Background: an optimization exercise with open tools, aiming at small area. Do not read the settings as production practice.
Where RTL was checked, it was by simulation tests only, not by an equivalence proof against the original.
The RTL of runs 1 and 2 was laid out without a check of its function.
Power is estimated from default activity; no workload was simulated.

<file path="design/flow/config.mk">
export PLATFORM = sky130hd
export DESIGN_NAME = imgproc_top
export DESIGN_NICKNAME = imgproc_top
export VERILOG_FILES = /design/flow/design.v
export SDC_FILE = /design/flow/constraint.sdc
export NUM_CORES = 4
export LEC_CHECK = 0
export CAP_MARGIN = 20
export CORE_MARGIN = 2
export CORE_UTILIZATION = 40
export SLEW_MARGIN = 20
</file>
<file path="design/flow/constraint.sdc">
create_clock -name core_clock -period 5.0 [get_ports {clk}]
set_input_delay 1.0000 -clock core_clock [delete_from_list [all_inputs] [get_ports {clk}]]
set_output_delay 1.0000 -clock core_clock [all_outputs]
set_load 0.01 [all_outputs]
</file>
<file path="design/flow/design.v">
`default_nettype none
package video_pkg;
	localparam logic [1:0] NONE  = 2'd0;
	localparam logic [1:0] RED   = 2'd1;
	localparam logic [1:0] GREEN = 2'd2;
	localparam logic [1:0] BLUE  = 2'd3;
	localparam logic [3:0] VIDEO_PKT_TYPE = 4'h0;
	localparam logic [23:0] HIGHLIGHT_RED   = 24'hff0000;
	localparam logic [23:0] HIGHLIGHT_GREEN = 24'h00ff00;
	localparam logic [23:0] HIGHLIGHT_BLUE  = 24'h0000ff;
	function automatic logic ge10(input logic [9:0] a, input logic [9:0] b);
		ge10 = 1'b1;
		for (int i = 0; i < 10; i++) ge10 = (a[i] & ~b[i]) | (a[i] & ge10) | (~b[i] & ge10);
	endfunction
	function automatic logic [8:0] diff8(input logic [7:0] a, input logic [7:0] b);
		logic c;
		c = 1'b1;
		for (int i = 0; i < 8; i++) begin
			diff8[i] = a[i] ^ ~b[i] ^ c;
			c        = (a[i] & ~b[i]) | (a[i] & c) | (~b[i] & c);
		end
		diff8[8] = c;
	endfunction
	function automatic logic ge9c(input logic [8:0] a, input logic [8:0] k);
		ge9c = 1'b1;
		for (int i = 0; i < 9; i++) ge9c = k[i] ? (a[i] & ge9c) : (a[i] | ge9c);
	endfunction
endpackage
`default_nettype wire
`default_nettype none
package regs_pkg;
	localparam logic [7:0] ADDR_CTRL      = 8'h00;
	localparam logic [7:0] ADDR_STATUS    = 8'h04;   
	localparam logic [7:0] ADDR_ID        = 8'h08;   
	localparam logic [7:0] ADDR_COL_RED   = 8'h0C;
	localparam logic [7:0] ADDR_COL_GREEN = 8'h10;
	localparam logic [7:0] ADDR_COL_BLUE  = 8'h14;
	localparam logic [7:0] ADDR_BOX_RED   = 8'h18;   
	localparam logic [7:0] ADDR_BOX_GREEN = 8'h1C;
	localparam logic [7:0] ADDR_BOX_BLUE  = 8'h20;
	localparam logic [31:0] IP_ID = 32'h1234EEE2;
	localparam logic [23:0] BOX_COL_RED_DEF   = 24'hFF0000;
	localparam logic [23:0] BOX_COL_GREEN_DEF = 24'h00FF00;
	localparam logic [23:0] BOX_COL_BLUE_DEF  = 24'h0000FF;
endpackage
`default_nettype wire
`default_nettype none
module stream_reg (
	input  logic        clk,
	input  logic        reset_n,
	input  logic        valid_i,
	input  logic [25:0] data_i,
	output logic        ready_o,
	output logic        valid_o,
	output logic [25:0] data_o,
	input  logic        ready_i
);
	assign ready_o = ~valid_o | ready_i;
	always_ff @(posedge clk) begin
		if (!reset_n) begin
			valid_o <= 1'b0;
		end else if (ready_o) begin
			valid_o <= valid_i;
		end
	end
	always_ff @(posedge clk) begin
		if (ready_o) begin
			data_o <= data_i;
		end
	end
endmodule
`default_nettype wire
`default_nettype none
module frame_tracker #(
	parameter int IMAGE_W = 640
) (
	input  logic        clk,
	input  logic        reset_n,
	input  logic        fire_i,
	input  logic [25:0] beat_i,
	output logic [9:0]  pixel_x_o,
	output logic        is_video_o
);
	logic       sop;
	logic [9:0] x_inc;
	logic [10:0] cy;
	logic [3:0] packet_type;
	assign sop         = beat_i[1];
	assign packet_type = beat_i[5:2];
	always_ff @(posedge clk) begin
		if (!reset_n) begin
			is_video_o <= 1'b0;
		end else if (fire_i && sop) begin
			is_video_o <= (packet_type == video_pkg::VIDEO_PKT_TYPE);
		end
	end
	always_comb begin
		cy[0] = 1'b1;
		for (int i = 0; i < 10; i++) begin
			x_inc[i]  = pixel_x_o[i] ^ cy[i];
			cy[i + 1] = pixel_x_o[i] & cy[i];
		end
	end
	always_ff @(posedge clk) begin
		if (fire_i) begin
			if (sop || pixel_x_o == 10'(IMAGE_W - 1)) begin
				pixel_x_o <= '0;
			end else begin
				pixel_x_o <= x_inc;
			end
		end
	end
endmodule
`default_nettype wire
`default_nettype none
module colour_classifier #(
	parameter int RUN_LEN = 5
) (
	input  logic        clk,
	input  logic        fire_i,
	input  logic [25:0] beat_i,
	output logic [1:0]  colour_o
);
	logic [7:0] r, g, b;
	logic [8:0] d_rg, d_rb, d_gb;   
	logic [1:0] raw;
	logic [1:0] prev;      
	logic [2:0] run;       
	logic       same;
	logic       is_red, is_green, is_blue;
	assign r = beat_i[25:18];
	assign g = beat_i[17:10];
	assign b = beat_i[9:2];
	assign d_rg = video_pkg::diff8(r, g);
	assign d_rb = video_pkg::diff8(r, b);
	assign d_gb = video_pkg::diff8(g, b);
	assign is_red   = video_pkg::ge9c(d_rg, 9'd287) & video_pkg::ge9c(d_rb, 9'd287);
	assign is_green = video_pkg::ge9c(d_gb, 9'd267) & ~video_pkg::ge9c(d_rg, 9'd226);
	assign is_blue  = ~video_pkg::ge9c(d_gb, 9'd276) & ~d_rb[8];
	always_comb begin
		if (is_red) begin
			raw = video_pkg::RED;
		end else if (is_green) begin
			raw = video_pkg::GREEN;
		end else if (is_blue) begin
			raw = video_pkg::BLUE;
		end else begin
			raw = video_pkg::NONE;
		end
	end
	assign same     = (prev == raw);
	assign colour_o = (same && run[2]) ? raw : video_pkg::NONE;
	always_ff @(posedge clk) begin
		if (fire_i) begin
			if (beat_i[1]) begin
				prev <= video_pkg::NONE;   
			end else begin
				prev <= raw;
			end
			if (!same) begin
				run <= '0;
			end else if (!run[2]) begin
				run <= run + 3'd1;
			end
		end
	end
endmodule
`default_nettype wire
`default_nettype none
module box_tracker #(
	parameter int IMAGE_W = 640
) (
	input  logic        clk,
	input  logic        reset_n,
	input  logic        fire_i,
	input  logic [25:0] beat_i,
	input  logic [9:0]  pixel_x_i,
	input  logic        is_video_i,
	input  logic [1:0]  colour_i,
	output logic [62:0] boxes_o,        
	output logic        frame_done_o
);
	localparam logic [9:0] X_LAST = 10'(IMAGE_W - 1);
	logic [29:0] run_min, run_max;
	logic [29:0] min_nxt, max_nxt;
	logic [2:0]  run_hit, hit_nxt, match;
	logic        sop, eop;
	assign sop = beat_i[1];
	assign eop = beat_i[0];
	always_comb begin
		for (int c = 1; c <= 3; c++) begin
			match[c-1]              = !sop && (colour_i == 2'(c));
			min_nxt[(c-1)*10 +: 10] = (match[c-1] && !video_pkg::ge10(pixel_x_i, run_min[(c-1)*10 +: 10])) ? pixel_x_i : run_min[(c-1)*10 +: 10];
			max_nxt[(c-1)*10 +: 10] = (match[c-1] && !video_pkg::ge10(run_max[(c-1)*10 +: 10], pixel_x_i)) ? pixel_x_i : run_max[(c-1)*10 +: 10];
			hit_nxt[c-1]            = run_hit[c-1] | match[c-1];
		end
	end
	always_ff @(posedge clk) begin
		if (fire_i) begin
			if (sop || (eop && is_video_i)) begin
				run_hit <= '0;
				run_min <= {3{X_LAST}};
				run_max <= '0;
			end else begin
				run_min <= min_nxt;
				run_max <= max_nxt;
				run_hit <= hit_nxt;
			end
		end
	end
	always_ff @(posedge clk) begin
		if (!reset_n) begin
			boxes_o      <= '0;
			frame_done_o <= 1'b0;
		end else begin
			frame_done_o <= 1'b0;
			if (fire_i && !sop && eop && is_video_i) begin   
				frame_done_o <= 1'b1;
				for (int c = 1; c <= 3; c++) begin
					boxes_o[(c-1)*21 +: 21] <= {hit_nxt[c-1], min_nxt[(c-1)*10 +: 10], max_nxt[(c-1)*10 +: 10]};
				end
			end
		end
	end
endmodule
`default_nettype wire
`default_nettype none
module overlay_mixer (
	input  logic [25:0] beat_i,
	input  logic [9:0]  pixel_x_i,
	input  logic        is_video_i,
	input  logic [1:0]  colour_i,
	input  logic [62:0] boxes_i,        
	input  logic        overlay_en_i,
	input  logic [71:0] box_col_i,      
	output logic [25:0] beat_o
);
	logic [23:0] pix;
	logic [23:0] new_pix;
	logic [7:0]  grey;
	logic [1:0]  box_sel;
	logic [20:0] bx;
	assign pix  = beat_i[25:2];
	logic [6:0] rb;
	logic       c1, c2;
	always_comb begin
		c1 = 1'b0;
		for (int i = 0; i < 6; i++) begin
			rb[i] = pix[18 + i] ^ pix[2 + i] ^ c1;
			c1    = (pix[18 + i] & pix[2 + i]) | (pix[18 + i] & c1) | (pix[2 + i] & c1);
		end
		rb[6] = c1;
		c2 = 1'b0;
		for (int i = 0; i < 7; i++) begin
			grey[i] = rb[i] ^ pix[9 + i] ^ c2;
			c2      = (rb[i] & pix[9 + i]) | (rb[i] & c2) | (pix[9 + i] & c2);
		end
		grey[7] = c2;
	end
	always_comb begin
		box_sel = video_pkg::NONE;
		for (int c = 3; c >= 1; c--) begin   
			bx = boxes_i[(c-1)*21 +: 21];
			if (bx[20] && (bx[19:10] == pixel_x_i || bx[9:0] == pixel_x_i))
				box_sel = 2'(c);
		end
		case (box_sel)
			video_pkg::RED:   new_pix = box_col_i[23:0];    
			video_pkg::GREEN: new_pix = box_col_i[47:24];
			video_pkg::BLUE:  new_pix = box_col_i[71:48];
			default: begin
				case (colour_i)
					video_pkg::RED:   new_pix = video_pkg::HIGHLIGHT_RED;
					video_pkg::GREEN: new_pix = video_pkg::HIGHLIGHT_GREEN;
					video_pkg::BLUE:  new_pix = video_pkg::HIGHLIGHT_BLUE;
					default:          new_pix = {grey, grey, grey};
				endcase
			end
		endcase
		beat_o = beat_i;
		if (overlay_en_i && !beat_i[1] && is_video_i) beat_o[25:2] = new_pix;   
	end
endmodule
`default_nettype wire
`default_nettype none
module apb_regs (
	input  logic        clk,
	input  logic        reset_n,
	input  logic        psel_i,
	input  logic        penable_i,
	input  logic        pwrite_i,
	input  logic [7:0]  paddr_i,
	input  logic [31:0] pwdata_i,
	output logic [31:0] prdata_o,
	output logic        pready_o,
	output logic        pslverr_o,
	input  logic [62:0] boxes_i,        
	input  logic        frame_done_i,
	output logic        overlay_en_o,
	output logic [71:0] box_col_o       
);
	logic        access, known, read_only, slverr, wr_ok;
	logic [31:0] rdata;
	logic [15:0] frame_cnt, cnt_inc;
	logic [16:0] cy;
	function automatic logic [31:0] box_word(input logic [20:0] bx);
		box_word = {bx[20], 5'b0, bx[19:10], 6'b0, bx[9:0]};
	endfunction
	assign access = psel_i & penable_i;
	always_comb begin
		cy[0] = 1'b1;
		for (int i = 0; i < 16; i++) begin
			cnt_inc[i] = frame_cnt[i] ^ cy[i];
			cy[i + 1]  = frame_cnt[i] & cy[i];
		end
	end
	always_comb begin
		rdata     = '0;
		known     = 1'b1;
		read_only = 1'b0;
		case (paddr_i)
			regs_pkg::ADDR_CTRL:      rdata = {31'b0, overlay_en_o};
			regs_pkg::ADDR_STATUS:    begin rdata = {16'b0, frame_cnt}; read_only = 1'b1; end
			regs_pkg::ADDR_ID:        begin rdata = regs_pkg::IP_ID; read_only = 1'b1; end
			regs_pkg::ADDR_COL_RED:   rdata = {8'b0, box_col_o[23:0]};
			regs_pkg::ADDR_COL_GREEN: rdata = {8'b0, box_col_o[47:24]};
			regs_pkg::ADDR_COL_BLUE:  rdata = {8'b0, box_col_o[71:48]};
			regs_pkg::ADDR_BOX_RED:   begin rdata = box_word(boxes_i[20:0]); read_only = 1'b1; end
			regs_pkg::ADDR_BOX_GREEN: begin rdata = box_word(boxes_i[41:21]); read_only = 1'b1; end
			regs_pkg::ADDR_BOX_BLUE:  begin rdata = box_word(boxes_i[62:42]); read_only = 1'b1; end
			default:                  known = 1'b0;
		endcase
	end
	assign slverr    = access & (~known | (pwrite_i & read_only));
	assign wr_ok     = access & pwrite_i & ~slverr;
	assign prdata_o  = rdata;
	assign pready_o  = 1'b1;   
	assign pslverr_o = slverr;
	always_ff @(posedge clk) begin
		if (!reset_n) begin
			overlay_en_o      <= 1'b0;
			box_col_o[23:0]   <= regs_pkg::BOX_COL_RED_DEF;
			box_col_o[47:24]  <= regs_pkg::BOX_COL_GREEN_DEF;
			box_col_o[71:48]  <= regs_pkg::BOX_COL_BLUE_DEF;
			frame_cnt         <= '0;
		end else begin
			if (frame_done_i) frame_cnt <= cnt_inc;
			if (wr_ok) begin
				case (paddr_i)
					regs_pkg::ADDR_CTRL:      overlay_en_o     <= pwdata_i[0];
					regs_pkg::ADDR_COL_RED:   box_col_o[23:0]  <= pwdata_i[23:0];
					regs_pkg::ADDR_COL_GREEN: box_col_o[47:24] <= pwdata_i[23:0];
					regs_pkg::ADDR_COL_BLUE:  box_col_o[71:48] <= pwdata_i[23:0];
					default:                  ;   
				endcase
			end
		end
	end
endmodule
`default_nettype wire
`default_nettype none
module imgproc_top
#(
	parameter int IMAGE_W = 640,
	parameter int RUN_LEN = 5
) (
	input  logic         clk,
	input  logic         reset_n,
	input  logic [23:0]  sink_data_i,
	input  logic         sink_sop_i,
	input  logic         sink_eop_i,
	input  logic         sink_valid_i,
	output logic         sink_ready_o,
	output logic [23:0]  source_data_o,
	output logic         source_sop_o,
	output logic         source_eop_o,
	output logic         source_valid_o,
	input  logic         source_ready_i,
	input  logic         apb_psel_i,
	input  logic         apb_penable_i,
	input  logic         apb_pwrite_i,
	input  logic [7:0]   apb_paddr_i,
	input  logic [31:0]  apb_pwdata_i,
	output logic [31:0]  apb_prdata_o,
	output logic         apb_pready_o,
	output logic         apb_pslverr_o
);
	logic [25:0] sink_beat_i, source_beat_o;   
	logic [25:0] in_beat, mix_beat;
	logic        in_valid, out_ready, fire;
	logic [9:0]  pixel_x;
	logic        is_video, frame_done, overlay_en;
	logic [1:0]  colour;
	logic [62:0] boxes;     
	logic [71:0] box_col;   
	assign sink_beat_i   = {sink_data_i, sink_sop_i, sink_eop_i};
	assign source_data_o = source_beat_o[25:2];
	assign source_sop_o  = source_beat_o[1];
	assign source_eop_o  = source_beat_o[0];
	assign fire = in_valid & out_ready;   
	stream_reg in_stage (
		.clk, .reset_n,
		.valid_i(sink_valid_i), .data_i(sink_beat_i), .ready_o(sink_ready_o),
		.valid_o(in_valid), .data_o(in_beat), .ready_i(out_ready)
	);
	frame_tracker #(.IMAGE_W(IMAGE_W)) i_frame_tracker (
		.clk, .reset_n, .fire_i(fire), .beat_i(in_beat),
		.pixel_x_o(pixel_x), .is_video_o(is_video)
	);
	colour_classifier #(.RUN_LEN(RUN_LEN)) i_colour_classifier (
		.clk, .fire_i(fire), .beat_i(in_beat), .colour_o(colour)
	);
	box_tracker #(.IMAGE_W(IMAGE_W)) i_box_tracker (
		.clk, .reset_n, .fire_i(fire), .beat_i(in_beat),
		.pixel_x_i(pixel_x), .is_video_i(is_video), .colour_i(colour),
		.boxes_o(boxes), .frame_done_o(frame_done)
	);
	overlay_mixer i_overlay_mixer (
		.beat_i(in_beat), .pixel_x_i(pixel_x), .is_video_i(is_video),
		.colour_i(colour), .boxes_i(boxes), .overlay_en_i(overlay_en),
		.box_col_i(box_col), .beat_o(mix_beat)
	);
	stream_reg out_stage (
		.clk, .reset_n,
		.valid_i(in_valid), .data_i(mix_beat), .ready_o(out_ready),
		.valid_o(source_valid_o), .data_o(source_beat_o), .ready_i(source_ready_i)
	);
	apb_regs i_apb_regs (
		.clk, .reset_n,
		.psel_i(apb_psel_i), .penable_i(apb_penable_i), .pwrite_i(apb_pwrite_i),
		.paddr_i(apb_paddr_i), .pwdata_i(apb_pwdata_i),
		.prdata_o(apb_prdata_o), .pready_o(apb_pready_o), .pslverr_o(apb_pslverr_o),
		.boxes_i(boxes), .frame_done_i(frame_done),
		.overlay_en_o(overlay_en), .box_col_o(box_col)
	);
endmodule
`default_nettype wire
</file>
<file path="design/flow/run.sh">
#!/bin/bash
# synth_recipe.tcl (not shown) runs the flow's synth.tcl, then flattens the netlist and writes it again
# the make line also repeats each setting of config.mk as NAME=value (left out here)
make -C /OpenROAD-flow-scripts/flow DESIGN_CONFIG=/design/flow/config.mk WORK_HOME=/design/flow/orfs CLKGATE_MAP_FILE= SYNTH_SCRIPT=/design/flow/synth_recipe.tcl finish
</file>
==> flow_summary.yaml, run 1 <==
power_and_ir_drop:
  ir_worst_vdd_uv: 190
  p_leak_nw: 7.63
  power_density_nw_per_um2: 298
floorplan:
  core_sq_um: 38500
  start_util_pct: 40.3
  fp.dieArea_sq_um: 40400
  rows: 72
  io_pins: 135
  die_x_um: 201
  die_h_um: 201
drt:
  remaining_drc_errors: 0
  routed_wl_mm: 53.6
  via_per_inst: 5.67
  firstDrtPassIters: 6
  wl_per_cell_um: 22.2
  drt_iter0_markers: 1399
  final_antenna_net_count: 0
  vias: 13702
layout:
  fin_nets: 2004
  area_growth_pct: 34.2
  drive_gt1_share_pct: 22.8
  layout_common_cells: "nand2_1, dfxtp_1, edfxtp_1"
  n_fill_cell: 3413
  mostFrequentLayoutCell: "nand2_1"
synthesis:
  synth_edf_count: 130
  avgSynthCellArea_sq_um: 9.32
  yosysTopAreaCellShare_pct: 25.2
  async_flop_share_pct: 0
  synthFlopType: "dfxtp_1"
  netlist_instances: 1664
  synthTopCellsByArea: "edfxtp_1, dfxtp_1, nand2_1"
  yosysWarnings: 6
  syn_area_sq_um: 15500
  synth_top_cell_by_area: "edfxtp_1"
  ys_seq_area_share_pct: 45.3
  ys_types: 78
  ys_ff_latch: 286
sta:
  worstMarginPinSlew_ps: 1130
  fin_ws_ps: -490
  drv_slew: 0
  fin_crit_sh_pct: 110
  min_period_ps: 5490
  hold_ws_ps: 471
  slew_headroom_pct: 24.4
  finalSetupViolCount: 133
  clock-skew-final_ps: 23.1
  rsz0062_at_grt: "yes"
  clock.fmax_mhz: 182
  hold_viol_final: 0
  tns_ps: -47180
clock_network:
  h-tree-depth: 2
  cts_buffers: 35
  cts.clk_slew.worst_paths_ps: 60
  clock-root-buffer: "clkbuf_16"
  cts_tree: "done"
  clock_latency_ps: 560
  cts_sinks: 286
  clock_path_buffers: 3
placed_design:
  gp_congestion: 0.920
  portBuffers: 121
  dpl.hpwl_mm: 36.7
worst_setup_path:
  timing.critical_path.mode_cell: "fa_2"
  startpoint_type: "flip-flop"
  critPathMaxStageDelay_ps: 550
  crit_arrival_ps: 5760
  slowest_stage: "fa_1"
  r2r_cells: 25
  cp-end-kind: "flip-flop"
  critical_path.max_fanout: 4
  crit_required_ps: 5270
  worstSetupPathType: "flip-flop to flip-flop"
  reg2reg_setup_slack_ps: -490
global_route:
  antenna_found_initial: 1
  grt_usage_pct: 26.0
  grt_pass1_wl_mm: 80.6
  overflow: 0
  grt_pass1_vias: 13281
  grt_max_degree: 118
outcome:
  so.violations: "negative setup slack"
  outcome: "failed layout checks"
hold_path:
  worstHoldPathType: "flip-flop to flip-flop"
  holdPathStages: 2
flow_run:
  cap_violations: 0
## flip-flops by register name, summed over array words and instances (netlist names)
register / count
i_colour_classifier.prev: 2
i_box_tracker.run_max: 30
i_apb_regs.overlay_en_o: 1
i_apb_regs.frame_cnt: 16
i_box_tracker.boxes_o: 63
in_stage.data_o: 26
out_stage.data_o: 26
i_box_tracker.run_min: 30
i_box_tracker.frame_done_o: 1
i_apb_regs.box_col_o: 72
i_box_tracker.run_hit: 3
i_frame_tracker.pixel_x_o: 10
i_frame_tracker.is_video_o: 1
out_stage.valid_o: 1
i_colour_classifier.run: 3
in_stage.valid_o: 1
## layout make-up
cell class	instances	area [sq um]	share of cell area, %
Multi-Input combinational cell	1197	9060	43.5
Antenna cell	1	2.50	0.0120
Clock buffer	52	1020	4.91
Inverter	65	244	1.17
Timing Repair Buffer	285	2710	13.0
Sequential cell	286	7030	33.8
Tap cell	518	648	3.11
Clock inverter	11	104	0.499
## per-stage QoR
step | instance area, sq um | utilization (%) | power [mW] | cells | setup WS, ps
2_1_floorplan | 15600 | - | 3.02 | 1667 | -154
3_3_place_gp | 18000 | 46.8 | 3.42 | 2314 | -517
3_5_place_dp | 18000 | 46.8 | 3.43 | 2315 | -594
4_1_cts | 20100 | 52.3 | 6.11 | 2405 | -531
5_1_grt | 20800 | 54.1 | 6.39 | 2414 | -683
6_report | 20800 | 54.1 | 6.20 | 2415 | -490
## power by group
part | internal, mW | leakage [nW] | switching [mW]
clock | 1.48 | 0.545 | 1.06
sequential | 2.51 | 2.52 | 0.0710
combinational | 0.522 | 4.56 | 0.560
## per-layer routing
layer	wire length, um	up-vias	global-route usage, %
met2	23900	562	39.2
met5	0	-	0
met3	4170	101	4.79
met1	23600	6681	36.7
met4	1970	0	10.7
li1	-	6358	-
## critical path, delay by kind of cell (launching register included)
| family | cells | cell delay, ps |
|---|---|---|
| xor gates and xnor gates | 1 | 120 |
| AOI/OAI and AO/OA | 5 | 600 |
| and+or+nand+nor | 3 | 400 |
| DFF | 1 | 410 |
| buffers and inverters | 8 | 910 |
| adders and majority gates | 8 | 2780 |
## path summary, 6_finish.rpt
| check | start | to |
|---|---|---|
| setup reg to reg | in_stage.data_o[18] | out_stage.data_o[24] |
| hold reg to reg | i_apb_regs.box_col_o[61] | i_apb_regs.box_col_o[61] |
| setup / recovery | in_stage.data_o[18] | out_stage.data_o[24] |
| hold / removal | i_apb_regs.box_col_o[61] | i_apb_regs.box_col_o[61] |
## Yosys cell counts (all sizes together) (5+ instances only)
master / number
nand2: 263
dfxtp: 156
nor2: 138
edfxtp: 130
a21oi: 113
mux2i: 88
o21ai: 87
clkbuf: 86
inv: 65
xnor2: 51
nand3: 47
o22ai: 35
buf: 33
fa: 32
a211oi: 29
ha: 29
nor2b: 27
and2: 21
nand2b: 20
a22oi: 19
nand4: 17
o221ai: 17
xor2: 14
nor3: 12
nor4: 12
o211ai: 12
a31oi: 9
a221o: 8
a221oi: 8
mux2: 8
and3: 7
maj3: 6
o41ai: 6
a2111oi: 5
o2111ai: 5
## logic make-up (layout without fill, tap and decap cells)
logic type	Yosys count	after routing	share of synthesized area [%]
buffers and inverters	184	413	4.93
multiplexers	96	96	6.26
other	2	6	0.0484
AND/OR/NAND/NOR	576	576	16.6
XOR/XNOR	65	65	3.67
flip-flops	286	286	45.3
AO/OA/AOI/OAI	388	388	16.3
adder cells (fa/ha/maj)	67	67	6.88
## repair_timing
item / CTS / global route
endpoints found under the setup margin: 136 / 145
pin swaps: 42 / 15
gates resized for setup: 162 / 120
buffers inserted: 28 / 12
hold buffers: 0 / 0
gates cloned: 0 / 0
==> run 2: changes to the inputs <==
--- a/design/flow/design.v
+++ b/design/flow/design.v
@@ -188,23 +188,22 @@
 	assign sop = beat_i[1];
 	assign eop = beat_i[0];
+	logic        clr;
+	logic [2:0]  lower, higher;   
+	assign clr = sop || (eop && is_video_i);
 	always_comb begin
 		for (int c = 1; c <= 3; c++) begin
 			match[c-1]              = !sop && (colour_i == 2'(c));
-			min_nxt[(c-1)*10 +: 10] = (match[c-1] && !video_pkg::ge10(pixel_x_i, run_min[(c-1)*10 +: 10])) ? pixel_x_i : run_min[(c-1)*10 +: 10];
-			max_nxt[(c-1)*10 +: 10] = (match[c-1] && !video_pkg::ge10(run_max[(c-1)*10 +: 10], pixel_x_i)) ? pixel_x_i : run_max[(c-1)*10 +: 10];
+			lower[c-1]              = match[c-1] && !video_pkg::ge10(pixel_x_i, run_min[(c-1)*10 +: 10]);
+			higher[c-1]             = match[c-1] && !video_pkg::ge10(run_max[(c-1)*10 +: 10], pixel_x_i);
+			min_nxt[(c-1)*10 +: 10] = lower[c-1] ? pixel_x_i : run_min[(c-1)*10 +: 10];
+			max_nxt[(c-1)*10 +: 10] = higher[c-1] ? pixel_x_i : run_max[(c-1)*10 +: 10];
 			hit_nxt[c-1]            = run_hit[c-1] | match[c-1];
 		end
 	end
 	always_ff @(posedge clk) begin
-		if (fire_i) begin
-			if (sop || (eop && is_video_i)) begin
-				run_hit <= '0;
-				run_min <= {3{X_LAST}};
-				run_max <= '0;
-			end else begin
-				run_min <= min_nxt;
-				run_max <= max_nxt;
-				run_hit <= hit_nxt;
-			end
+		for (int c = 1; c <= 3; c++) begin
+			if (fire_i && (clr || lower[c-1]))  run_min[(c-1)*10 +: 10] <= clr ? X_LAST : pixel_x_i;
+			if (fire_i && (clr || higher[c-1])) run_max[(c-1)*10 +: 10] <= clr ? 10'd0 : pixel_x_i;
+			if (fire_i && (clr || match[c-1]))  run_hit[c-1] <= !clr;
 		end
 	end
@@ -239,5 +238,4 @@
 	logic [23:0] new_pix;
 	logic [7:0]  grey;
-	logic [1:0]  box_sel;
 	logic [20:0] bx;
 	assign pix  = beat_i[25:2];
@@ -258,24 +256,20 @@
 		grey[7] = c2;
 	end
+	logic [2:0]  on_box;    
+	logic [2:0]  sel;       
+	logic [23:0] col, hl;
 	always_comb begin
-		box_sel = video_pkg::NONE;
-		for (int c = 3; c >= 1; c--) begin   
-			bx = boxes_i[(c-1)*21 +: 21];
-			if (bx[20] && (bx[19:10] == pixel_x_i || bx[9:0] == pixel_x_i))
-				box_sel = 2'(c);
-		end
-		case (box_sel)
-			video_pkg::RED:   new_pix = box_col_i[23:0];    
-			video_pkg::GREEN: new_pix = box_col_i[47:24];
-			video_pkg::BLUE:  new_pix = box_col_i[71:48];
-			default: begin
-				case (colour_i)
-					video_pkg::RED:   new_pix = video_pkg::HIGHLIGHT_RED;
-					video_pkg::GREEN: new_pix = video_pkg::HIGHLIGHT_GREEN;
-					video_pkg::BLUE:  new_pix = video_pkg::HIGHLIGHT_BLUE;
-					default:          new_pix = {grey, grey, grey};
-				endcase
-			end
-		endcase
+		for (int c = 0; c < 3; c++) begin
+			bx        = boxes_i[c*21 +: 21];
+			on_box[c] = bx[20] && (bx[19:10] == pixel_x_i || bx[9:0] == pixel_x_i);
+		end
+		sel[0] = on_box[0];
+		sel[1] = on_box[1] && !on_box[0];
+		sel[2] = on_box[2] && !on_box[1] && !on_box[0];
+		col = ({24{sel[0]}} & box_col_i[23:0]) | ({24{sel[1]}} & box_col_i[47:24]) | ({24{sel[2]}} & box_col_i[71:48]);
+		hl  = {{8{colour_i == video_pkg::RED}}, {8{colour_i == video_pkg::GREEN}}, {8{colour_i == video_pkg::BLUE}}};
+		if (|on_box)                         new_pix = col;     
+		else if (colour_i != video_pkg::NONE) new_pix = hl;      
+		else                                 new_pix = {grey, grey, grey};
 		beat_o = beat_i;
 		if (overlay_en_i && !beat_i[1] && is_video_i) beat_o[25:2] = new_pix;   
==> flow_summary.yaml, run 2 <==
worst_setup_path:
  cp_cell_sequence: "inv_2 > ha_4 > inv_2 > fa_2 > fa_2 > fa_2 > fa_2 > fa_2 > fa_2 > fa_1 > buf_4 > nor3_2 > o21ai_1 > and4bb_2 > buf_6 > nand2_8 > a2111oi_4 > nor3_2 > buf_4 > a21oi_4 > buf_12 > buf_16"
  worstSetupPathType: "flip-flop to flip-flop"
  critPathMaxStageDelay_ps: 510
  critPathLaunch: "in_stage.data_o[18]"
  crit_required_ps: 5290
  startpoint_type: "flip-flop"
  timing.critical_path.mode_cell: "fa_2"
  critical_path.max_fanout: 5
  reg2reg_from: "in_stage.data_o[18]"
  slowest_stage: "fa_1"
  cp-end-kind: "flip-flop"
  crit_arrival_ps: 5610
synthesis:
  synth_mux_area_share_pct: 8.86
  async_flop_share_pct: 0
  yosysWarnings: 6
  synthAdderAreaFrac_pct: 7.17
  avgSynthCellArea_sq_um: 9.75
  syn_area_sq_um: 16100
  yosysTopAreaCellShare_pct: 24.3
  synth_xor_area_share_pct: 3.49
  synthTopCellsByArea: "edfxtp_1, dfxtp_1, mux2i_1"
  synthFlopType: "dfxtp_1"
  ys_seq_area_share_pct: 43.7
  netlist_instances: 1648
  yosysMostFrequentCell: "dfxtp_1"
  ys_top_cells_by_count: "dfxtp_1, nand2_1, edfxtp_1"
  synth_top_cell_by_area: "edfxtp_1"
  ys_types: 81
  ys_ff_latch: 286
  synth_edf_count: 130
  synth_compound_area_share_pct: 17.2
  synth_top_family_by_area: "compound AO/OA/AOI/OAI gates"
  synthSimpleGateAreaFrac_pct: 14.2
placed_design:
  dpl.hpwl_mm: 36.6
  gp_congestion: 0.886
  portBuffers: 121
  place_area_sq_um: 18200
floorplan:
  core_sq_um: 39600
  io_pins: 135
  start_util_pct: 40.5
  fp.dieArea_sq_um: 41800
  die_h_um: 204
  rows: 73
  die_x_um: 204
sta:
  hold_ws_ps: 493
  worstMarginPinSlew_ps: 1080
  drv_slew: 0
  hold_viol_final: 0
  fin_crit_sh_pct: 106
  rsz0062_at_grt: "yes"
  min_period_ps: 5320
  clock-skew-final_ps: 19.2
  clock.fmax_mhz: 188
  fin_ws_ps: -320
  slew_headroom_pct: 27.8
  finalSetupViolCount: 137
  tns_ps: -25600
layout:
  drive_gt1_share_pct: 19.6
  area_growth_pct: 27.5
  num_antenna_cells: 0
  mostFrequentLayoutCell: "dfxtp_1"
  layout_common_cells: "dfxtp_1, nand2_1, edfxtp_1"
  largest-register: "i_apb_regs.box_col_o"
  fin_nets: 1936
  n_fill_cell: 3529
  largest_register_ffs: 72
  top_regs: "i_apb_regs.box_col_o x72, i_box_tracker.boxes_o x63"
  fin_area_sq_um: 20500
clock_network:
  h-tree-depth: 2
  cts_tree: "done"
  cts.clk_slew.worst_paths_ps: 60
  clock-root-buffer: "clkbuf_16"
  cts_sinks: 286
  hold_buffers: 0
  cts_buffers: 34
  clock_latency_ps: 530
  clock_path_buffers: 3
drt:
  routed_wl_mm: 52.0
  via_per_inst: 5.72
  wl_per_cell_um: 22.1
  final_antenna_net_count: 0
  remaining_drc_errors: 0
  firstDrtPassIters: 6
  drt_iter0_markers: 1322
  vias: 13449
global_route:
  overflow: 0
  antenna_found_initial: 0
  grt_pass1_vias: 12816
  grt_pass1_wl_mm: 77.6
  grt_usage_pct: 24.3
  grt_max_degree: 110
power_and_ir_drop:
  p_leak_nw: 7.50
  power_frac_seq_pct: 44.6
  switching_share_pct: 25.4
  p_sw_mw: 1.47
  clockPowerShare_pct: 42.7
  power_density_nw_per_um2: 282
  ir_worst_vdd_uv: 172
  combPwrFrac_pct: 12.7
  internal_power_mw: 4.30
outcome:
  so.violations: "negative setup slack"
  outcome: "failed layout checks"
hold_path:
  min-delay-start: "i_apb_regs.box_col_o[9]"
  worstHoldPathType: "flip-flop to flip-flop"
flow_run:
  cap_violations: 0
## run 2: worst paths after layout
check                                                 to  slack [ps]  cells after the start
worst min-delay path             i_apb_regs.box_col_o[9]         490                      2
worst max-delay path            i_box_tracker.run_min[5]        -320                     22
worst max register to register  i_box_tracker.run_min[5]        -320                     22
worst min register to register   i_apb_regs.box_col_o[9]         490                      2
## run 2: critical path: cells and delay by family, from the launching register on
family	cells	cell delay (ps)
adders and majority gates	8	2780
buffers and inverters	7	890
and+or+nand+nor	4	770
DFF	1	400
AOI/OAI and AO/OA	3	220
## run 2: area by class of cell
cell class / count / area, sq um / area share [%]
Timing Repair Buffer: 235 / 2330 / 11.4
Multi-Input combinational cell: 1175 / 9090 / 44.4
Clock buffer: 47 / 1000 / 4.91
Sequential cell: 286 / 7030 / 34.3
Tap cell: 525 / 657 / 3.21
Inverter: 70 / 264 / 1.29
Clock inverter: 13 / 101 / 0.495
## run 2: cells by family (layout without fill, tap and decap cells)
logic type	count (synthesis)	in the layout
AO/OA/AOI/OAI	425	425
adder cells (fa/ha/maj)	75	75
multiplexers	137	137
AND/OR/NAND/NOR	469	469
buffers and inverters	190	365
other	2	5
flip-flops	286	286
XOR/XNOR	64	64
## run 2: layer usage
layer | wire length, um | share of wire (%) | global-route usage (%) | vias up
li1 | - | - | - | 6251
met1 | 22700 | 44 | 33.6 | 6510
met2 | 23600 | 45 | 38.1 | 573
met3 | 3550 | 6.8 | 3.60 | 115
met4 | 2130 | 4.1 | 10.0 | 0
met5 | 0 | 0 | 0 | -
## run 2: timing repair
item,CTS,global route
setup endpoints to repair,132,156
pin swaps,30,72
gates cloned,3,1
gates resized for setup,94,93
buffers inserted,17,11
hold endpoints to repair,0,0
## run 2: power by group through the flow
| stage | clock network [mW] | registers (mW) | logic [mW] |
|---|---|---|---|
| finish | 2.46 | 2.58 | 0.731 |
| global route | 2.58 | 2.58 | 0.791 |
| CTS | 2.50 | 2.57 | 0.686 |
| detailed placement | 0 | 2.62 | 0.607 |
| global placement | 0 | 2.62 | 0.593 |
| floorplan | 0 | 2.59 | 0.374 |
## run 2: through the flow
stage	util, %	power [mW]	cells	setup slack (ps)
2_1_floorplan	-	2.96	1651	-129
3_3_place_gp	46.0	3.21	2264	-346
3_5_place_dp	46.0	3.23	2264	-405
4_1_cts	50.6	5.76	2343	-297
5_1_grt	51.7	5.95	2351	-495
6_report	51.7	5.77	2351	-320
==> run 3: changes to the inputs <==
--- a/design/flow/design.v
+++ b/design/flow/design.v
@@ -118,18 +118,20 @@
 ) (
 	input  logic        clk,
+	input  logic        load_i,         
+	input  logic [23:0] sink_data_i,
 	input  logic        fire_i,
-	input  logic [25:0] beat_i,
+	input  logic [25:0] beat_i,         
 	output logic [1:0]  colour_o
 );
 	logic [7:0] r, g, b;
 	logic [8:0] d_rg, d_rb, d_gb;   
-	logic [1:0] raw;
+	logic [1:0] raw_in, raw;   
 	logic [1:0] prev;      
 	logic [2:0] run;       
 	logic       same;
 	logic       is_red, is_green, is_blue;
-	assign r = beat_i[25:18];
-	assign g = beat_i[17:10];
-	assign b = beat_i[9:2];
+	assign r = sink_data_i[23:16];
+	assign g = sink_data_i[15:8];
+	assign b = sink_data_i[7:0];
 	assign d_rg = video_pkg::diff8(r, g);
 	assign d_rb = video_pkg::diff8(r, b);
@@ -140,13 +142,16 @@
 	always_comb begin
 		if (is_red) begin
-			raw = video_pkg::RED;
+			raw_in = video_pkg::RED;
 		end else if (is_green) begin
-			raw = video_pkg::GREEN;
+			raw_in = video_pkg::GREEN;
 		end else if (is_blue) begin
-			raw = video_pkg::BLUE;
+			raw_in = video_pkg::BLUE;
 		end else begin
-			raw = video_pkg::NONE;
+			raw_in = video_pkg::NONE;
 		end
 	end
+	always_ff @(posedge clk) begin
+		if (load_i) raw <= raw_in;
+	end
 	assign same     = (prev == raw);
 	assign colour_o = (same && run[2]) ? raw : video_pkg::NONE;
@@ -240,19 +245,20 @@
 	logic [20:0] bx;
 	assign pix  = beat_i[25:2];
-	logic [6:0] rb;
-	logic       c1, c2;
+	logic [6:0] cs_s, cs_c;
+	logic       cy;
 	always_comb begin
-		c1 = 1'b0;
-		for (int i = 0; i < 6; i++) begin
-			rb[i] = pix[18 + i] ^ pix[2 + i] ^ c1;
-			c1    = (pix[18 + i] & pix[2 + i]) | (pix[18 + i] & c1) | (pix[2 + i] & c1);
-		end
-		rb[6] = c1;
-		c2 = 1'b0;
 		for (int i = 0; i < 7; i++) begin
-			grey[i] = rb[i] ^ pix[9 + i] ^ c2;
-			c2      = (rb[i] & pix[9 + i]) | (rb[i] & c2) | (pix[9 + i] & c2);
+			cs_s[i] = (i < 6 ? pix[18 + i] : 1'b0) ^ (i < 6 ? pix[2 + i] : 1'b0) ^ pix[9 + i];
+			cs_c[i] = ((i < 6 ? pix[18 + i] : 1'b0) & (i < 6 ? pix[2 + i] : 1'b0))
+			        | ((i < 6 ? pix[18 + i] : 1'b0) & pix[9 + i])
+			        | ((i < 6 ? pix[2 + i] : 1'b0) & pix[9 + i]);
+		end
+		grey[0] = cs_s[0];
+		cy = 1'b0;
+		for (int i = 1; i < 7; i++) begin
+			grey[i] = cs_s[i] ^ cs_c[i-1] ^ cy;
+			cy      = (cs_s[i] & cs_c[i-1]) | (cs_s[i] & cy) | (cs_c[i-1] & cy);
 		end
-		grey[7] = c2;
+		grey[7] = cs_c[6] ^ cy;
 	end
 	logic [2:0]  on_box;    
@@ -403,5 +409,6 @@
 	);
 	colour_classifier #(.RUN_LEN(RUN_LEN)) i_colour_classifier (
-		.clk, .fire_i(fire), .beat_i(in_beat), .colour_o(colour)
+		.clk, .load_i(sink_ready_o), .sink_data_i, .fire_i(fire), .beat_i(in_beat),
+		.colour_o(colour)
 	);
 	box_tracker #(.IMAGE_W(IMAGE_W)) i_box_tracker (
==> flow_summary.yaml, run 3 <==
layout:
  largest_register_ffs: 72
  final_cells: 2242
  fin_nets: 1830
  top_regs: "i_apb_regs.box_col_o x72, i_box_tracker.boxes_o x63"
  drive_gt1_share_pct: 9.86
  num_antenna_cells: 0
  layout_common_cells: "nand2_1, dfxtp_1, edfxtp_1"
  mostFrequentLayoutCell: "nand2_1"
  largest-register: "i_apb_regs.box_col_o"
  area_growth_pct: 18.9
  fin_area_sq_um: 18800
  final_util_pct: 48.5
clock_network:
  cts_sinks: 288
  clock-root-buffer: "clkbuf_16"
  cts_buffers: 34
  hold_buffers: 0
  cts_tree: "done"
  h-tree-depth: 2
  cts.clk_slew.worst_paths_ps: 60
  clock_path_buffers: 3
  clock_latency_ps: 520
floorplan:
  io_pins: 135
  fp.dieArea_sq_um: 41200
  core_sq_um: 38800
  rows: 72
  start_util_pct: 40.8
  die_h_um: 203
  die_x_um: 203
drt:
  wl_per_cell_um: 22.1
  routed_wl_mm: 49.6
  remaining_drc_errors: 0
  via_per_inst: 5.77
  vias: 12936
  firstDrtPassIters: 5
  drt_iter0_markers: 1258
  final_antenna_net_count: 0
power_and_ir_drop:
  ir_worst_vdd_uv: 187
  p_leak_nw: 7.14
  power_density_nw_per_um2: 308
  p_total_mw: 5.79
sta:
  drv_slew: 0
  clock.fmax_mhz: 207
  slew_headroom_pct: 28.4
  finalSetupViolCount: 0
  hold_viol_final: 0
  min_period_ps: 4840
  fin_crit_sh_pct: 96.7
  tns_ps: 0
  clock-skew-final_ps: 19.8
  fin_ws_ps: 163
  hold_ws_ps: 471
  rsz0062_at_grt: "no"
  worstMarginPinSlew_ps: 1070
placed_design:
  place_area_sq_um: 17600
  gp_congestion: 0.906
  dp_slack_ps: -521
  dp.cells: 2180
  dpl.hpwl_mm: 36.1
  portBuffers: 121
worst_setup_path:
  cp-end-kind: "flip-flop"
  reg2reg_to: "out_stage.data_o[16]"
  crit_end: "i_colour_classifier.raw[1]"
  worstSetupPathType: "input pin to flip-flop"
  startpoint_type: "input pin"
  reg2reg_setup_slack_ps: 1050
  r2r_cells: 9
  crit_required_ps: 5260
  critical_path.max_fanout: 2
  reg2reg_from: "in_stage.data_o[5]"
  crit_arrival_ps: 5100
  critPathLaunch: "sink_data_i[16]"
global_route:
  overflow: 0
  grt_usage_pct: 23.6
  grt_pass1_vias: 12258
  antenna_found_initial: 1
  grt_pass1_wl_mm: 74.9
  grt_max_degree: 113
synthesis:
  ys_seq_area_share_pct: 44.7
  syn_area_sq_um: 15800
  avgSynthCellArea_sq_um: 9.89
  ys_top_cells_by_count: "nand2_1, dfxtp_1, edfxtp_1"
  synth_edf_count: 132
  synthTopCellsByArea: "edfxtp_1, dfxtp_1, mux2i_1"
  synthFlopType: "dfxtp_1"
  ys_ff_latch: 288
  ys_types: 80
  async_flop_share_pct: 0
  yosysWarnings: 6
  yosysTopAreaCellShare_pct: 25.0
  yosysMostFrequentCell: "nand2_1"
  synth_top_cell_by_area: "edfxtp_1"
  netlist_instances: 1602
flow_run:
  cap_violations: 0
hold_path:
  holdPathStages: 2
  worstHoldPathType: "flip-flop to flip-flop"
outcome:
  outcome: "complete, no violations"
-- run 3: report_power, final --
part           internal, mW  total [mW]  switching (mW)
clock                  1.63        2.60           0.976
sequential             2.53        2.59          0.0607
combinational         0.265       0.602           0.337
-- run 3: cells by family after synthesis --
logic type               after synthesis  synth area share (%)
flip-flops                           288                  44.7
XOR/XNOR                              64                  3.54
multiplexers                          97                  6.38
AO/OA/AOI/OAI                        447                  19.6
buffers and inverters                184                  5.00
other                                  2                0.0474
AND/OR/NAND/NOR                      452                  13.9
adder cells (fa/ha/maj)               68                  6.77
-- run 3: worst max-delay path, cell delays in order --
cell and delay [ps]:
clkdlybuf4s50_1 420, inv_1 80, ha_1 140, inv_1 50, fa_1 380, fa_2 360
fa_2 360, fa_2 350, fa_1 390, fa_1 360, inv_1 70, fa_1 440
o311ai_2 310, a31oi_1 70, or2_2 300
-- run 3: final cells by class --
| class | count | area, sq um |
|---|---|---|
| clock inverters | 13 | 166 |
| inverters | 61 | 234 |
| clock buffers | 49 | 1020 |
| repair buffers | 180 | 1670 |
| multi-input cells | 1133 | 8010 |
| well taps | 518 | 648 |
| fillers | 3554 | 20000 |
| flip-flops and latches | 288 | 7090 |
-- run 3: worst min-delay path by stage --
stage / start / endpoint / slack, ps
floorplan: i_apb_regs.box_col_o[57] / i_apb_regs.box_col_o[57] / 440
global route: i_apb_regs.box_col_o[63] / i_apb_regs.box_col_o[63] / 490
detailed placement: i_apb_regs.box_col_o[62] / i_apb_regs.box_col_o[62] / 460
CTS: i_apb_regs.box_col_o[70] / i_apb_regs.box_col_o[70] / 470
global placement: i_apb_regs.box_col_o[62] / i_apb_regs.box_col_o[62] / 450
finish: i_apb_regs.box_col_o[70] / i_apb_regs.box_col_o[70] / 470
-- run 3: metal layers --
layer  GRT usage (%)  routed length [um]  vias to the layer above
met4            7.06                1460                        0
met2            38.3               23100                      501
met3            3.63                3200                       77
met1            32.5               21900                     6302
met5               0                   0                        -
li1                -                   -                     6056
-- run 3: what timing repair did --
action	CTS	global route
setup buffers	0	0
endpoints found under the setup margin	0	2
gates resized for setup	0	5
==> run 4: changes to the inputs <==
==> design/flow/flow/run.sh (new file) <==
#!/bin/bash
# Own flow: the standard ORFS flow (standard.sh) with a few extra settings
# appended to the standard flow's config.mk. Each tool's output goes to its own log.
set -e
cp standard.sh standard_sh_copy.log
cp config.mk config_orig_mk.log
cat flow/extra.mk >> config.mk
bash standard.sh > standard_run.log 2>&1
==> design/flow/flow/extra.mk (new file) <==
export BUFFER_PORTS_ARGS = -buffer_cell sky130_fd_sc_hd__buf_1
export CTS_BUF_LIST = sky130_fd_sc_hd__clkbuf_4 sky130_fd_sc_hd__clkbuf_8
export REMOVE_ABC_BUFFERS = 1
export RECOVER_POWER = 100
==> design/flow/standard.sh (new file) <==
#!/bin/bash
# synth_recipe.tcl (not shown) runs the flow's synth.tcl, then flattens the netlist and writes it again
# the make line also repeats each setting of config.mk as NAME=value (left out here)
make -C /OpenROAD-flow-scripts/flow DESIGN_CONFIG=/design/flow/config.mk WORK_HOME=/design/flow/orfs CLKGATE_MAP_FILE= SYNTH_SCRIPT=/design/flow/synth_recipe.tcl "${@:-finish}"
--- a/design/flow/config.mk
+++ b/design/flow/config.mk
@@ -10,2 +10,6 @@
 export CORE_UTILIZATION = 40
 export SLEW_MARGIN = 20
+export BUFFER_PORTS_ARGS = -buffer_cell sky130_fd_sc_hd__buf_1
+export CTS_BUF_LIST = sky130_fd_sc_hd__clkbuf_4 sky130_fd_sc_hd__clkbuf_8
+export REMOVE_ABC_BUFFERS = 1
+export RECOVER_POWER = 100
removed: design/flow/run.sh
==> flow_summary.yaml, run 4 <==
floorplan:
  fp.dieArea_sq_um: 41200
  die_h_um: 203
  io_pins: 135
  rows: 72
  die_x_um: 203
  start_util_pct: 40.8
  core_sq_um: 38800
sta:
  drv_slew: 238
  worstMarginPinSlew_ps: 2620
  clock.fmax_mhz: 210
  rsz0062_at_grt: "no"
  clock-skew-final_ps: 22.0
  finalSetupViolCount: 0
  hold_viol_final: 0
  slew_headroom_pct: -74.5
  min_period_ps: 4770
  fin_crit_sh_pct: 95.4
drt:
  wl_per_cell_um: 22.2
  via_per_inst: 5.77
  remaining_drc_errors: 0
  drt_iter0_markers: 1211
  firstDrtPassIters: 6
  routed_wl_mm: 50.2
  final_antenna_net_count: 0
  vias: 13055
clock_network:
  cts_resized: 0
  cts_setup_buffers: 0
  cts_sinks: 288
  hold_buffers: 0
  cts.clk_slew.worst_paths_ps: 60
  clock_path_buffers: 3
  clock_latency_ps: 600
  clock-root-buffer: "clkbuf_8"
  cts_tree: "done"
  cts_buffers: 50
  h-tree-depth: 2
placed_design:
  portBuffers: 121
  place_area_sq_um: 16800
  dpl.hpwl_mm: 36.4
  gp_congestion: 0.925
outcome:
  so.violations: "max-capacitance violations, max-slew violations"
  outcome: "failed layout checks"
synthesis:
  synth_top_cell_by_area: "edfxtp_1"
  ys_seq_area_share_pct: 44.7
  ys_top_cells_by_count: "nand2_1, dfxtp_1, edfxtp_1"
  syn_area_sq_um: 15800
  yosysWarnings: 6
  async_flop_share_pct: 0
  synth_edf_count: 132
  synthTopCellsByArea: "edfxtp_1, dfxtp_1, mux2i_1"
  ys_ff_latch: 288
  synthFlopType: "dfxtp_1"
  avgSynthCellArea_sq_um: 9.89
  ys_types: 80
  netlist_instances: 1602
  yosysTopAreaCellShare_pct: 25.0
  yosysMostFrequentCell: "nand2_1"
layout:
  fin_area_sq_um: 17800
  drive_gt1_share_pct: 9.46
  largest-register: "i_apb_regs.box_col_o"
  mostFrequentLayoutCell: "nand2_1"
  top_regs: "i_apb_regs.box_col_o x72, i_box_tracker.boxes_o x63"
  fin_nets: 1837
  layout_common_cells: "nand2_1, dfxtp_1, edfxtp_1"
  largest_register_ffs: 72
  area_growth_pct: 12.2
global_route:
  overflow: 0
  grt_pass1_vias: 12851
  grt_usage_pct: 24.4
  grt_pass1_wl_mm: 77.0
  grt_max_degree: 95
  antenna_found_initial: 0
worst_setup_path:
  reg2reg_setup_slack_ps: 350
  worstSetupPathType: "input pin to primary output"
  cp-end-kind: "primary output"
  critical_path.max_fanout: 16
  crit_required_ps: 4000
  crit_arrival_ps: 3770
  startpoint_type: "input pin"
power_and_ir_drop:
  p_total_mw: 5.39
  p_leak_nw: 6.67
  ir_worst_vdd_uv: 154
  power_density_nw_per_um2: 303
flow_run:
  cap_violations: 4
hold_path:
  worstHoldPathType: "flip-flop to flip-flop"
## run 4: final timing paths
check	startpoint	endpoint	cells past startpoint
worst max-delay path	apb_paddr_i[2]	apb_prdata_o[17]	6
worst min register to register	i_apb_regs.box_col_o[65]	i_apb_regs.box_col_o[65]	2
worst min-delay path	i_apb_regs.box_col_o[65]	i_apb_regs.box_col_o[65]	2
worst max register to register	i_frame_tracker.pixel_x_o[8]	i_box_tracker.run_max[22]	7
## run 4: worst max-delay path: stages
cell	delay, ps
clkbuf_1	600
nor2b_1	1100
clkbuf_2	420
a22oi_1	130
o221ai_1	310
buf_1	200
## run 4: per-layer routing
metal / part of all wire (%) / vias up / GRT usage [%]
met5: 0 / - / 0
met4: 4.4 / 0 / 11.2
met3: 6.7 / 134 / 3.61
met2: 46 / 543 / 38.8
met1: 43 / 6311 / 32.8
li1: - / 6067 / -
## run 4: kinds of logic (layout without fill, tap and decap cells)
logic type | Yosys count | count (layout) | synth area share (%)
and+or+nand+nor | 452 | 452 | 13.9
AOI/OAI and AO/OA | 447 | 447 | 19.6
DFF | 288 | 288 | 44.7
buffers and inverters | 184 | 324 | 5.00
muxes | 97 | 97 | 6.38
adders and majority gates | 68 | 68 | 6.77
xor gates and xnor gates | 64 | 64 | 3.54
other | 2 | 6 | 0.0474
## run 4: power by group
group	internal [mW]	switching, mW
sequential	2.53	0.0649
clock	1.27	0.996
combinational	0.202	0.327
total	4.00	1.39
## run 4: final cells by class
type | count | area (sq um)
flip-flops and latches | 288 | 7090
inverters | 61 | 234
multi-input cells | 1133 | 7970
well taps | 518 | 648
fillers | 3670 | 21100
repair buffers | 171 | 773
clock buffers | 76 | 958
diodes | 1 | 2.50
clock inverters | 16 | 95.1
## run 4: stage by stage
stage	utilization, %	setup slack (ps)	hold slack, ps	TNS, ps	cells
floorplan	-	125	445	0	1482
global route	45.8	103	498	0	2263
CTS	46.0	365	470	0	2263
finish	45.8	232	478	0	2264
global placement	43.3	-165	454	-165	2171
detailed placement	43.3	-234	462	-263	2171
==> run 5: changes to the inputs <==
==> design/flow/flow/extra.mk (replaced) <==
export BUFFER_PORTS_ARGS = -buffer_cell sky130_fd_sc_hd__buf_1
export REMOVE_ABC_BUFFERS = 1
export CTS_ARGS = -sink_clustering_enable -repair_clock_nets -dont_use_dummy_load -buf_list {sky130_fd_sc_hd__clkbuf_8 sky130_fd_sc_hd__clkbuf_16} -sink_clustering_size 30 -sink_clustering_max_diameter 80
--- a/design/flow/config.mk
+++ b/design/flow/config.mk
@@ -11,5 +11,4 @@
 export SLEW_MARGIN = 20
 export BUFFER_PORTS_ARGS = -buffer_cell sky130_fd_sc_hd__buf_1
-export CTS_BUF_LIST = sky130_fd_sc_hd__clkbuf_4 sky130_fd_sc_hd__clkbuf_8
 export REMOVE_ABC_BUFFERS = 1
-export RECOVER_POWER = 100
+export CTS_ARGS = -sink_clustering_enable -repair_clock_nets -dont_use_dummy_load -buf_list {sky130_fd_sc_hd__clkbuf_8 sky130_fd_sc_hd__clkbuf_16} -sink_clustering_size 30 -sink_clustering_max_diameter 80
==> flow_summary.yaml, run 5 <==
outcome:
  outcome: "complete, no violations"
floorplan:
  core_sq_um: 38800
  die_h_um: 203
  rows: 72
  fp.dieArea_sq_um: 41200
  start_util_pct: 40.8
  die_x_um: 203
  io_pins: 135
drt:
  remaining_drc_errors: 0
  wl_per_cell_um: 22.7
  vias: 12723
  routed_wl_mm: 49.6
  final_antenna_net_count: 0
  via_per_inst: 5.81
  firstDrtPassIters: 5
  drt_iter0_markers: 1174
global_route:
  grt_usage_pct: 23.8
  grt_pass1_wl_mm: 75.5
  grt_pass1_vias: 12474
  overflow: 0
  grt_max_degree: 95
  antenna_found_initial: 0
layout:
  n_fill_cell: 3682
  final_cells: 2189
  area_growth_pct: 9.01
  layout_common_cells: "nand2_1, dfxtp_1, edfxtp_1"
  final_util_pct: 44.5
  largest_register_ffs: 72
  largest-register: "i_apb_regs.box_col_o"
  top_regs: "i_apb_regs.box_col_o x72, i_box_tracker.boxes_o x63"
  fin_nets: 1804
  mostFrequentLayoutCell: "nand2_1"
  drive_gt1_share_pct: 7.31
  fin_area_sq_um: 17300
worst_setup_path:
  timing.critical_path.mode_cell: "fa_1"
  critPathMaxStageDelay_ps: 420
  worstSetupPathType: "input pin to flip-flop"
  crit_arrival_ps: 5020
  slowest_stage: "fa_1"
  crit_required_ps: 5280
  critical_path.max_fanout: 2
  cp-end-kind: "flip-flop"
  startpoint_type: "input pin"
  cp_cell_sequence: "buf_1 > inv_1 > ha_1 > inv_1 > fa_1 > fa_1 > fa_1 > fa_1 > fa_1 > fa_1 > inv_1 > fa_1 > o311ai_0 > a31oi_1 > or2_2"
power_and_ir_drop:
  p_sw_mw: 1.17
  power_frac_seq_pct: 57.3
  switching_share_pct: 26.0
  power_density_nw_per_um2: 262
  combPwrFrac_pct: 11.9
  ir_worst_vdd_uv: 151
  clockPowerShare_pct: 30.8
  p_leak_nw: 6.42
  p_total_mw: 4.52
  internal_power_mw: 3.34
sta:
  finalSetupViolCount: 0
  clock.fmax_mhz: 211
  hold_viol_final: 0
  fin_crit_sh_pct: 94.8
  drv_slew: 0
  worstMarginPinSlew_ps: 999
  rsz0062_at_grt: "no"
  clock-skew-final_ps: 50.4
  slew_headroom_pct: 33.2
  min_period_ps: 4740
  fin_ws_ps: 262
synthesis:
  netlist_instances: 1602
  synth_top_cell_by_area: "edfxtp_1"
  async_flop_share_pct: 0
  ys_seq_area_share_pct: 44.7
  avgSynthCellArea_sq_um: 9.89
  synthFlopType: "dfxtp_1"
  ys_ff_latch: 288
  yosysTopAreaCellShare_pct: 25.0
  synth_edf_count: 132
  syn_area_sq_um: 15800
  ys_top_cells_by_count: "nand2_1, dfxtp_1, edfxtp_1"
  ys_types: 80
  yosysWarnings: 6
  yosysMostFrequentCell: "nand2_1"
  synthTopCellsByArea: "edfxtp_1, dfxtp_1, mux2i_1"
clock_network:
  cts_resized: 0
  h-tree-depth: 1
  clock_latency_ps: 530
  clock_path_buffers: 3
  cts_buffers: 17
  clock-root-buffer: "clkbuf_16"
  hold_buffers: 0
  cts.clk_slew.worst_paths_ps: 90
  cts_sinks: 288
  cts_tree: "done"
  cts_setup_buffers: 0
flow_run:
  cap_violations: 0
placed_design:
  dpl.hpwl_mm: 36.4
  dp.cells: 2171
  gp_congestion: 0.925
  dp_slack_ps: -234
  place_area_sq_um: 16800
  portBuffers: 121
hold_path:
  worstHoldPathType: "flip-flop to flip-flop"
run 5: cell types whose count changed in the layout (fill, tap and decap cells not counted), sizes merged:
cell	delta
bufinv	-1
buf	+28
clkbuf	-87
inv	-1
clkinv	-14
run 5: power groups by stage:
| stage | logic, mW | registers (mW) | clock network (mW) |
|---|---|---|---|
| final | 0.536 | 2.59 | 1.39 |
| after global routing | 0.597 | 2.60 | 1.49 |
| after CTS | 0.534 | 2.59 | 1.40 |
| after detailed placement | 0.531 | 2.64 | 0 |
| after global placement | 0.521 | 2.64 | 0 |
| after floorplan | 0.313 | 2.63 | 0 |
run 5: worst paths after layout:
path                                                from                         end  slack (ps)  depth (start not counted)
worst max-delay path                     sink_data_i[16]  i_colour_classifier.raw[1]         260                         15
worst min register to register  i_apb_regs.box_col_o[59]    i_apb_regs.box_col_o[59]         470                          2
worst min-delay path            i_apb_regs.box_col_o[59]    i_apb_regs.box_col_o[59]         470                          2
worst max register to register        in_stage.data_o[5]        out_stage.data_o[24]        1030                          9
run 5: through the flow:
step,setup TNS (ps),hold WS [ps]
after floorplan,0,445
after global placement,-165,454
after detailed placement,-263,462
after CTS,0,473
after global routing,0,495
final,0,473
run 5: routing by layer:
| metal | share of wire, % | global-route usage (%) |
|---|---|---|
| met1 | 44 | 32.8 |
| met2 | 46 | 38.2 |
| met3 | 6.3 | 2.73 |
| met4 | 3.8 | 9.62 |
| met5 | 0 | 0 |
run 5: cell type report:
class	count	area, sq um	area share, %
Antenna cell	1	2.50	0.0145
Clock buffer	17	425	2.46
Inverter	61	234	1.36
Multi-Input combinational cell	1133	8010	46.4
Sequential cell	288	7090	41.1
Tap cell	518	648	3.75
Timing Repair Buffer	171	860	4.98
run 5: logic make-up (layout without fill, tap and decap cells):
| logic type | after synthesis | in the layout | share of synthesized area (%) |
|---|---|---|---|
| muxes | 97 | 97 | 6.38 |
| other | 2 | 6 | 0.0474 |
| xor gates and xnor gates | 64 | 64 | 3.54 |
| adders and majority gates | 68 | 68 | 6.77 |
| DFF | 288 | 288 | 44.7 |
| buffers and inverters | 184 | 249 | 5.00 |
| and+or+nand+nor | 452 | 452 | 13.9 |
| AOI/OAI and AO/OA | 447 | 447 | 19.6 |
run 5: worst max-delay path, delay by kind of cell:
family / cells / cell delay (ps)
adders and majority gates: 8 / 2990
AOI/OAI and AO/OA: 2 / 450
and+or+nand+nor: 1 / 300
buffers and inverters: 4 / 270
==> run 6: changes to the inputs <==
==> design/flow/flow/run.sh (replaced) <==
#!/bin/bash
# Own flow: the standard ORFS flow (standard.sh), with
#  - synthesis using an area-oriented ABC script (flow/abc_area.script) in
#    place of ORFS's speed script; everything else in synthesis unchanged,
#  - a few extra layout settings (flow/extra.mk) appended to config.mk.
# Each step's output goes to a log file of its own in this folder.
set -euo pipefail
cat flow/extra.mk >> config.mk
rm -rf scripts_area
cp -r "$FLOW_HOME/scripts" scripts_area
cp flow/abc_area.script scripts_area/abc_speed.script
SCRIPTS_DIR=$PWD/scripts_area bash standard.sh synth > synth_run.log 2>&1
bash standard.sh > layout_run.log 2>&1
==> design/flow/flow/abc_area.script (new file) <==
strash
dch -f
map -a
&get -n
&st
&dch -f
&nf -R 1000 -p
&st
&syn2
&dch -f
&nf -R 1000 -p
&st
&syn2
&dch -f
&nf -R 1000 -p
&put
topo
dnsize -c
==> design/flow/flow/extra.mk (replaced) <==
export BUFFER_PORTS_ARGS = -buffer_cell sky130_fd_sc_hd__buf_1
export REMOVE_ABC_BUFFERS = 1
export CTS_ARGS = -sink_clustering_enable -repair_clock_nets -dont_use_dummy_load -buf_list {sky130_fd_sc_hd__clkbuf_8 sky130_fd_sc_hd__clkbuf_16} -sink_clustering_size 20 -sink_clustering_max_diameter 60
==> design/flow/config.mk (replaced) <==
export PLATFORM = sky130hd
export DESIGN_NAME = imgproc_top
export DESIGN_NICKNAME = imgproc_top
export VERILOG_FILES = /design/flow/design.v
export SDC_FILE = /design/flow/constraint.sdc
export NUM_CORES = 4
export LEC_CHECK = 0
export CAP_MARGIN = 20
export CORE_MARGIN = 2
export CORE_UTILIZATION = 65
export SLEW_MARGIN = 20
export BUFFER_PORTS_ARGS = -buffer_cell sky130_fd_sc_hd__buf_1
export REMOVE_ABC_BUFFERS = 1
export CTS_ARGS = -sink_clustering_enable -repair_clock_nets -dont_use_dummy_load -buf_list {sky130_fd_sc_hd__clkbuf_8 sky130_fd_sc_hd__clkbuf_16} -sink_clustering_size 20 -sink_clustering_max_diameter 60
==> flow_summary.yaml, run 6 <==
outcome:
  outcome: "complete, no violations"
global_route:
  antenna_found_initial: 0
  overflow: 0
  grt_pass1_wl_mm: 64.3
  grt_usage_pct: 37.0
  grt_max_degree: 128
  grt_pass1_vias: 11379
clock_network:
  cts_sinks: 288
  h-tree-depth: 1
  clock-root-buffer: "clkbuf_16"
  hold_buffers: 0
  cts_resized: 0
  cts.clk_slew.worst_paths_ps: 60
  clock_path_buffers: 3
  cts_setup_buffers: 0
  cts_tree: "done"
  clock_latency_ps: 540
  cts_buffers: 23
sta:
  slew_headroom_pct: 19.3
  clock-skew-final_ps: 47.4
  min_period_ps: 4630
  fin_crit_sh_pct: 92.6
  fin_ws_ps: 370
  worstMarginPinSlew_ps: 1210
  hold_viol_final: 0
  clock.fmax_mhz: 216
  drv_slew: 0
  rsz0062_at_grt: "no"
  finalSetupViolCount: 0
synthesis:
  ys_top_cells_by_count: "o21ai_0, nor2_1, dfxtp_1"
  yosysWarnings: 6
  synth_top_cell_by_area: "edfxtp_1"
  avgSynthCellArea_sq_um: 9.93
  yosysMostFrequentCell: "o21ai_0"
  synthFlopType: "dfxtp_1"
  syn_area_sq_um: 14100
  yosysTopAreaCellShare_pct: 28.1
  async_flop_share_pct: 0
  ys_types: 46
  netlist_instances: 1422
  synth_edf_count: 132
  synthTopCellsByArea: "edfxtp_1, dfxtp_1, o21ai_0"
  ys_ff_latch: 288
  ys_seq_area_share_pct: 50.2
worst_setup_path:
  r2r_cells: 15
  critPathBufInv: 4
  critical_path.max_fanout: 2
  critPathMaxStageDelay_ps: 420
  reg2reg_to: "i_box_tracker.run_max[17]"
  critical_path_depth: 15
  crit_required_ps: 5260
  crit_end: "i_colour_classifier.raw[1]"
  startpoint_type: "input pin"
  slowest_stage: "fa_1"
  cp-end-kind: "flip-flop"
  timing.critical_path.mode_cell: "fa_1"
  reg2reg_from: "i_frame_tracker.pixel_x_o[0]"
  crit_arrival_ps: 4890
  reg2reg_setup_slack_ps: 850
  critical-path-top-delay-family: "adder cells"
  cp_cell_sequence: "buf_1 > clkinv_1 > ha_1 > clkinv_1 > fa_1 > fa_1 > fa_1 > fa_1 > fa_1 > fa_1 > clkinv_1 > fa_1 > o311ai_0 > a31oi_1 > nand2b_1"
  critPathLaunch: "sink_data_i[16]"
  worstSetupPathType: "input pin to flip-flop"
layout:
  layout_common_cells: "o21ai_0, nor2_1, dfxtp_1"
  area_growth_pct: 12.9
  largest_register_ffs: 72
  top_regs: "i_apb_regs.box_col_o x72, i_box_tracker.boxes_o x63"
  n_fill_cell: 1569
  fin_nets: 1753
  fin_area_sq_um: 15900
  final_cells: 1894
  mostFrequentLayoutCell: "o21ai_0"
  largest-register: "i_apb_regs.box_col_o"
  drive_gt1_share_pct: 5.56
  num_antenna_cells: 0
drt:
  wl_per_cell_um: 22.5
  remaining_drc_errors: 0
  vias: 12426
  drt_iter0_markers: 1659
  firstDrtPassIters: 10
  routed_wl_mm: 42.7
  final_antenna_net_count: 0
  via_per_inst: 6.56
floorplan:
  start_util_pct: 66.7
  rows: 53
  core_sq_um: 21200
  io_pins: 135
  fp.dieArea_sq_um: 22900
  die_x_um: 151
  die_h_um: 151
placed_design:
  place_area_sq_um: 15300
  dpl.hpwl_mm: 30.4
  gp_congestion: 0.936
  portBuffers: 121
  dp_slack_ps: -132
  dp.cells: 1869
hold_path:
  worstHoldPathType: "flip-flop to flip-flop"
  min-delay-start: "i_apb_regs.frame_cnt[10]"
flow_run:
  cap_violations: 0
power_and_ir_drop:
  p_total_mw: 4.69
  power_frac_seq_pct: 55.1
  ir_worst_vdd_uv: 296
  combPwrFrac_pct: 10.6
  switching_share_pct: 24.9
  p_leak_nw: 6.19
  p_sw_mw: 1.17
  internal_power_mw: 3.53
  clockPowerShare_pct: 34.3
  power_density_nw_per_um2: 295
-- run 6: per-layer routing --
metal / vias up / global-route usage, % / part of all wire [%]
met4: 0 / 10.2 / 3.0
met5: - / 0 / 0
met1: 5916 / 53.0 / 40
met2: 755 / 59.1 / 46
met3: 101 / 5.33 / 11
li1: 5654 / - / -
-- run 6: logic make-up after synthesis --
kind of cell,synth area share (%)
buffers and inverters,1.73
multiplexers,3.83
other,0.0532
XOR/XNOR,3.41
flip-flops,50.2
AO/OA/AOI/OAI,17.9
AND/OR/NAND/NOR,14.5
adder cells (fa/ha/maj),8.35
-- run 6: worst min-delay path by stage --
stage	to	depth (start not counted)
finish	i_apb_regs.frame_cnt[10]	2
global route	i_apb_regs.box_col_o[21]	2
CTS	i_apb_regs.frame_cnt[4]	2
detailed placement	i_apb_regs.box_col_o[20]	2
global placement	i_apb_regs.box_col_o[20]	2
floorplan	i_apb_regs.overlay_en_o	2
-- run 6: final cells by class --
cell class	instances	area, sq um	area share (%)
inverter	55	206	1.30
timing repair buffer	176	881	5.53
clock buffer	23	576	3.61
sequential	288	7090	44.5
tap	275	344	2.16
multi-input combinational	1077	6840	42.9
-- run 6: tightest hold or removal path, cell delays in order (launching register included) --
cell,delay [ps]
dfxtp_1,320
nor2_1,80
nor2_1,50
-- run 6: through the flow --
| stage | setup TNS [ps] | util (%) | hold slack, ps |
|---|---|---|---|
| 2_1_floorplan | -181050 | - | 431 |
| 3_3_place_gp | 0 | 72.5 | 472 |
| 3_5_place_dp | -132 | 72.5 | 482 |
| 4_1_cts | 0 | 75.2 | 494 |
| 5_1_grt | 0 | 75.3 | 518 |
| 6_report | 0 | 75.3 | 494 |
-- run 6: power groups by stage --
stage,Clock [mW],Combinational (mW),Sequential [mW]
6_report,1.61,0.496,2.59
3_5_place_dp,0,0.485,2.64
2_1_floorplan,0,0.279,2.64
4_1_cts,1.61,0.489,2.58
5_1_grt,1.69,0.545,2.59
3_3_place_gp,0,0.465,2.64

port drivers added, routing unchanged:
In the flow no input, the clock included, has a driving cell. The finished layouts below were timed again as built, in two steps. Step 1 sets driving cells, clkbuf_16 on the clock port and buf_2 on the other inputs (assumed; they add their load-dependent delay and slew). Step 2 times the ports against the registers' clock, not the clock port: input delays grow and output delays shrink by t, the midpoint of the rising clock arrivals with the driver on. Slacks: no drivers / after step 1 / after step 2; pairs: no drivers / after step 1.
run | t, ns | slack for setup (ns)
run 1 | 0.597 | -0.490 / -0.490 / -0.490
run 2 | 0.571 | -0.320 / -0.320 / -0.320
run 3 | 0.567 | 0.163 / 0.155 / -0.377
run 4 | 0.638 | 0.232 / 0.151 / -0.284
run 5 | 0.567 | 0.262 / 0.300 / -0.267
run 6 | 0.567 | 0.370 / 0.402 / -0.165
